This design comes from an exercise in tuning for small area, a short achievable clock period and few clock cycles per item on the open sky130 flow, not from production work. The RTL was checked by simulation tests, not by an equivalence proof against the original design. Power and IR drop assume default switching activity.

Setup of v32:
==> flow/design.v (excerpt) <==
module pack_cell_extreme_aggregator_top #(
  parameter int PACKS = pcea_pkg::PACKS_DEFAULT
) (
  input  logic                            clk,
  input  logic                            rst_n,
  input  logic                            in_tvalid,
  output logic                            in_tready,
  input  logic [pcea_pkg::IN_DATA_W-1:0]  in_tdata,
  input  logic                            in_tuser,
  output logic                            out_tvalid,
  input  logic                            out_tready,
  output logic [pcea_pkg::OUT_DATA_W-1:0] out_tdata
);
Settings: LEC_CHECK=0, CAP_MARGIN=20, CORE_MARGIN=2, CORE_UTILIZATION=66, CTS_CLUSTER_DIAMETER=80, CTS_CLUSTER_SIZE=30, PLACE_DENSITY=0.75, SETUP_SLACK_MARGIN=5, SLEW_MARGIN=20; clock period 9.0 ns.
run.sh (not shown) runs the stock make flow with config.mk's settings and CLKGATE_MAP_FILE= SYNTH_SCRIPT=/design/flow/synth_recipe.tcl, a recipe that flattens the netlist after the stock synthesis.
Testbench counts of v32, summed over its fixed seeds: cycles 16,984, evals 1,288.
What v55 does differently from v32 at the input level:
diff --git a/flow/config.mk b/flow/config.mk
--- a/flow/config.mk
+++ b/flow/config.mk
@@ -8,8 +8,5 @@
 export CAP_MARGIN = 20
 export CORE_MARGIN = 2
-export CORE_UTILIZATION = 66
-export CTS_CLUSTER_DIAMETER = 80
-export CTS_CLUSTER_SIZE = 30
-export PLACE_DENSITY = 0.75
+export CORE_UTILIZATION = 40
 export SETUP_SLACK_MARGIN = 5
 export SLEW_MARGIN = 20
## What came out
- Comparing the two runs side by side, v55 comes out behind v32 on post-DP HPWL.
- As far as layout buffering overhead excluding clock cells is concerned, v32 and v55 perform about the same.
- v55 -> v32: total negative slack delta 0, exact match
- Wire length of the first global-routing pass in v55 is about 4.4% above v32.
- Required arrival time at the worst endpoint in v55 is 0.11 ns above v32.
- Going from v32 to v55, the synthesis-to-finish area growth was found to have gone up by 6.0 points.
- Start point of the critical path = u_back.u_th.d1_r[6]: v32; start point of the critical path = u_back.u_vl.d1_r[1]: v55
- v55 against v32: row count went up by about 30%, hold slack went down by 0.0096 ns.
#### Input delta (v44 over v55)
diff --git a/flow/config.mk b/flow/config.mk
--- a/flow/config.mk
+++ b/flow/config.mk
@@ -8,5 +8,8 @@
 export CAP_MARGIN = 20
 export CORE_MARGIN = 2
-export CORE_UTILIZATION = 40
+export CORE_UTILIZATION = 72
+export CTS_CLUSTER_DIAMETER = 80
+export CTS_CLUSTER_SIZE = 24
+export PLACE_DENSITY = 0.8
 export SETUP_SLACK_MARGIN = 5
 export SLEW_MARGIN = 20
## What came out
Against v55, total power in v44 fell by more than 10%. When v44 is set beside v55, its total of plain and repair buffers excluding clock buffers turns out to be 2 smaller. mux2i_1 as the slowest cell on the critical path was reported by v44, and maj3_1 by v55. v44 vs v55: overall via count from detail_route up by a few percent. Having completed the whole flow, v44 delivered a layout that passed the timing, design-rule and antenna checks. On total leakage power, v55 loses to v44. Of v55 and v44, the higher total wirelength of the detailed-routed design belongs to v55. v55 has a higher post-route cell area than v44. Comparing v44 against v55, there is no change at all in post-synthesis share of cell area spent on full adders, half adders and majority gates.

## before
Another version of the RTL of pack_cell_extreme_aggregator_top (not shown whole).
For scale: roughly 7100 cells after synthesis, roughly 200 I/O pins.
export LEC_CHECK = 0
export CAP_MARGIN = 20
export CORE_MARGIN = 2
export CORE_UTILIZATION = 60
export CTS_CLUSTER_DIAMETER = 80
export CTS_CLUSTER_SIZE = 24
export PLACE_DENSITY = 0.7
export SETUP_SLACK_MARGIN = 5
export SLEW_MARGIN = 20
create_clock -name core_clock -period 9.0 [get_ports {clk}]
Testbench counts of before, summed over its fixed seeds: cycles 16,872, evals 1,288.
For after, these inputs were changed with respect to before:
- CTS_CLUSTER_SIZE now 30, was 24
- CTS_CLUSTER_DIAMETER now 100, was 80
- On number of buffer and inverter stages on the critical path: between before and after, it ends up higher for before.
- Going from before to after, worst setup slack up 0.011 ns; count of clock-buffer cells in the layout down 26; minimum clock period after layout down 0.011 ns.
- Taking before as the reference point, the share of the core filled with cells of after falls by 0.65 points.
- Final cell count without fillers went down slightly going from before to after.
- Run comparison: after timing endpoint of the critical path u_back.u_tl.gc_r[1][5]; before timing endpoint of the critical path u_back.u_tl.gv_r[2][3]
- As far as number of remaining DRC errors is concerned, before and after perform about the same.
- The clock insertion delay at the later pin of the skew report of after falls short of that of before by 0.02 ns.

== wip/onyx ==
pack_cell_extreme_aggregator_top, a different RTL version from the one above (not shown whole).
For scale: about 2,000 flip-flops.
Settings: LEC_CHECK=0, CAP_MARGIN=20, CORE_MARGIN=2, CORE_UTILIZATION=40, SETUP_SLACK_MARGIN=4.7, SLEW_MARGIN=20; clock period 9.0 ns.
Testbench counts of wip/onyx, summed over its fixed seeds: cycles 16,984, evals 1,288.
Modified inputs, wip/lagoon compared to wip/onyx
diff --git a/flow/config.mk b/flow/config.mk
--- a/flow/config.mk
+++ b/flow/config.mk
@@ -10,3 +10,3 @@
 export CORE_UTILIZATION = 40
-export SETUP_SLACK_MARGIN = 4.7
+export SETUP_SLACK_MARGIN = 5
 export SLEW_MARGIN = 20
## What came out
Timing startpoint of the critical path: u_back.u_vh.gv_r[0][0]$_DFF_P_ -> wip/lagoon, u_back.u_vl.gv_r[2][0]$_DFF_P_ -> wip/onyx
Looking only at post-detailed-routing wire length, and setting everything else aside, the higher value of wip/lagoon and wip/onyx goes to wip/onyx.
The area taken by flip-flops and latches of wip/onyx and that of wip/lagoon are within noise of each other.
Compared with wip/onyx, wip/lagoon shows largest driver fanout on the critical path lower by 8.
Taking wip/onyx as the reference, in wip/lagoon detailed-route via count rose about 0.4%, count of non-filler cells in the finished layout about even.
Summary: design area, wip/lagoon worse than wip/onyx
The following lists how wip/raven was set up differently from wip/lagoon:
diff --git a/flow/config.mk b/flow/config.mk
--- a/flow/config.mk
+++ b/flow/config.mk
@@ -10,3 +10,2 @@
 export CORE_UTILIZATION = 40
-export SETUP_SLACK_MARGIN = 5
 export SLEW_MARGIN = 20
Results
Every run in the comparison, wip/lagoon and wip/raven, completed the flow with a clean layout.
Delta (wip/raven minus wip/lagoon): filler-free cell count of the finished design now sits at about the same level, fraction of area in multi-input gates now sits at about the same level.
Top layer used by detailed routing: met4 -> wip/lagoon, met5 -> wip/raven
When the final numbers for wip/lagoon and wip/raven were put side by side, the highest fanout seen on the critical path turned out to be smaller in wip/lagoon.
wip/lagoon consumes more power than wip/raven.
wip/raven vs wip/lagoon — leakage power total dropped slightly
Compared with wip/lagoon, wip/raven shows total routed wire length on the met1 layer that has gone up slightly.
Against wip/lagoon as the reference, wip/raven delivers a higher buffer and inverter count on the worst path.
Between wip/lagoon and wip/raven, the difference in global routing met3 resource utilization is negligible.
Setup WNS wip/lagoon -> wip/raven: worse
In the flow results for wip/lagoon and wip/raven, the count of buffers added by post-CTS timing repair for setup is larger on wip/lagoon.

run 1:
RTL: one of the versions met above, not the one the previous note started from.
Size: roughly 7000 cells after synthesis, ~92000 um^2 of cells after synthesis.
make LEC_CHECK=0 CAP_MARGIN=20 CORE_MARGIN=2 CORE_UTILIZATION=40 CTS_CLUSTER_DIAMETER=100 CTS_CLUSTER_SIZE=30 SETUP_SLACK_MARGIN=5 SLEW_MARGIN=20 finish   # period 9.0 ns
Testbench counts of run 1, summed over its fixed seeds: cycles 16,984, evals 1,288.
--- input diff run 1..run 2 ---
- a change of CORE_UTILIZATION from 40 to 60
- an added PLACE_DENSITY of 0.7
- Post-layout minimum cycle time: run 2 vs run 1 down 0.058 ns
- Detailed-route wire length on metal 1 on run 2 is down relative to run 1.
- Setup slack in run 2 is larger than in run 1.
- Status: area taken by flip-flops and latches parity (run 2, run 1)
- For clock-pin slew of the registers on the worst-case setup and hold paths, run 2 and run 1 come out practically identical.
Input changes introduced in run 3 (baseline for comparison: run 2):
- a change of CORE_UTILIZATION from 60 to 40
- a change of CTS_CLUSTER_SIZE from 30 to 24
- a deleted PLACE_DENSITY that had been 0.7
- a change of CTS_CLUSTER_DIAMETER from 100 to 80
Results
- Run 3 closes out successfully: all stages finished, all timing, DRC and antenna checks passed.
- Higher setup slack goes to run 2 over run 3.
- Taking run 2 as the reference, in run 3 worst supply voltage drop on vdd moved down, sum of met2 wire segment lengths after detailed routing moved up, largest stage delay on the critical path moved up, total stage count of the critical path moved up.
- Run comparison: run 2 cell at the slowest stage of the critical path maj3_4; run 3 cell at the slowest stage of the critical path mux2i_2
- Changes observed in run 3 relative to run 2: total internal power grew by 6.7%; die area +about 50%; top-level port count was more or less identical; area growth from synthesis to final layout +3.5 points; time the final worst path needs with I/O delays and setup higher.
- Detailed route, run 3 vs run 2: via total lower for run 3

==> afterwards: timing with drivers on the ports <==
Ports are ideal in the flow. The routed layouts listed here were re-timed in OpenROAD. Step 1, drivers: a clkbuf_16 drives clk and a buf_2 each remaining input, both assumed. Step 2 adds t to the input delays and takes it off the output delays; t is the mean of the earliest and latest rising clock arrival at the registers after step 1. Input paths then give back, and output paths get back, about the clock's delay inside the block. a / b / c = ideal / step 1 / step 2; a / b = the first two.
run	shift t [ns]	setup slack, ns	worst setup path at the end	pins driven straight from the clock port
v32	0.833	5.035 / 5.035 / 4.395	input to register	1
v55	0.941	5.019 / 5.019 / 4.140	input to register	1
v44	0.822	4.913 / 4.913 / 4.367	input to register	1
before	0.845	5.039 / 5.039 / 4.432	input to register	1
after	0.831	5.049 / 5.049 / 4.423	input to register	1
wip/onyx	0.926	4.823 / 4.823 / 3.970	input to register	1
wip/lagoon	0.953	5.081 / 5.050 / 4.365	input to register	1
wip/raven	0.937	4.449 / 4.449 / 3.629	input to register	1
run 1	0.836	5.002 / 5.002 / 4.377	input to register	1
run 2	0.799	5.060 / 5.060 / 4.496	input to register	1
run 3	0.879	4.946 / 4.946 / 4.308	input to register	1
After both steps setup and hold are still met in every run listed. For v55, which loses most, drivers alone change the setup slack by 0.000 ns; drivers and shift together by -0.879 ns.
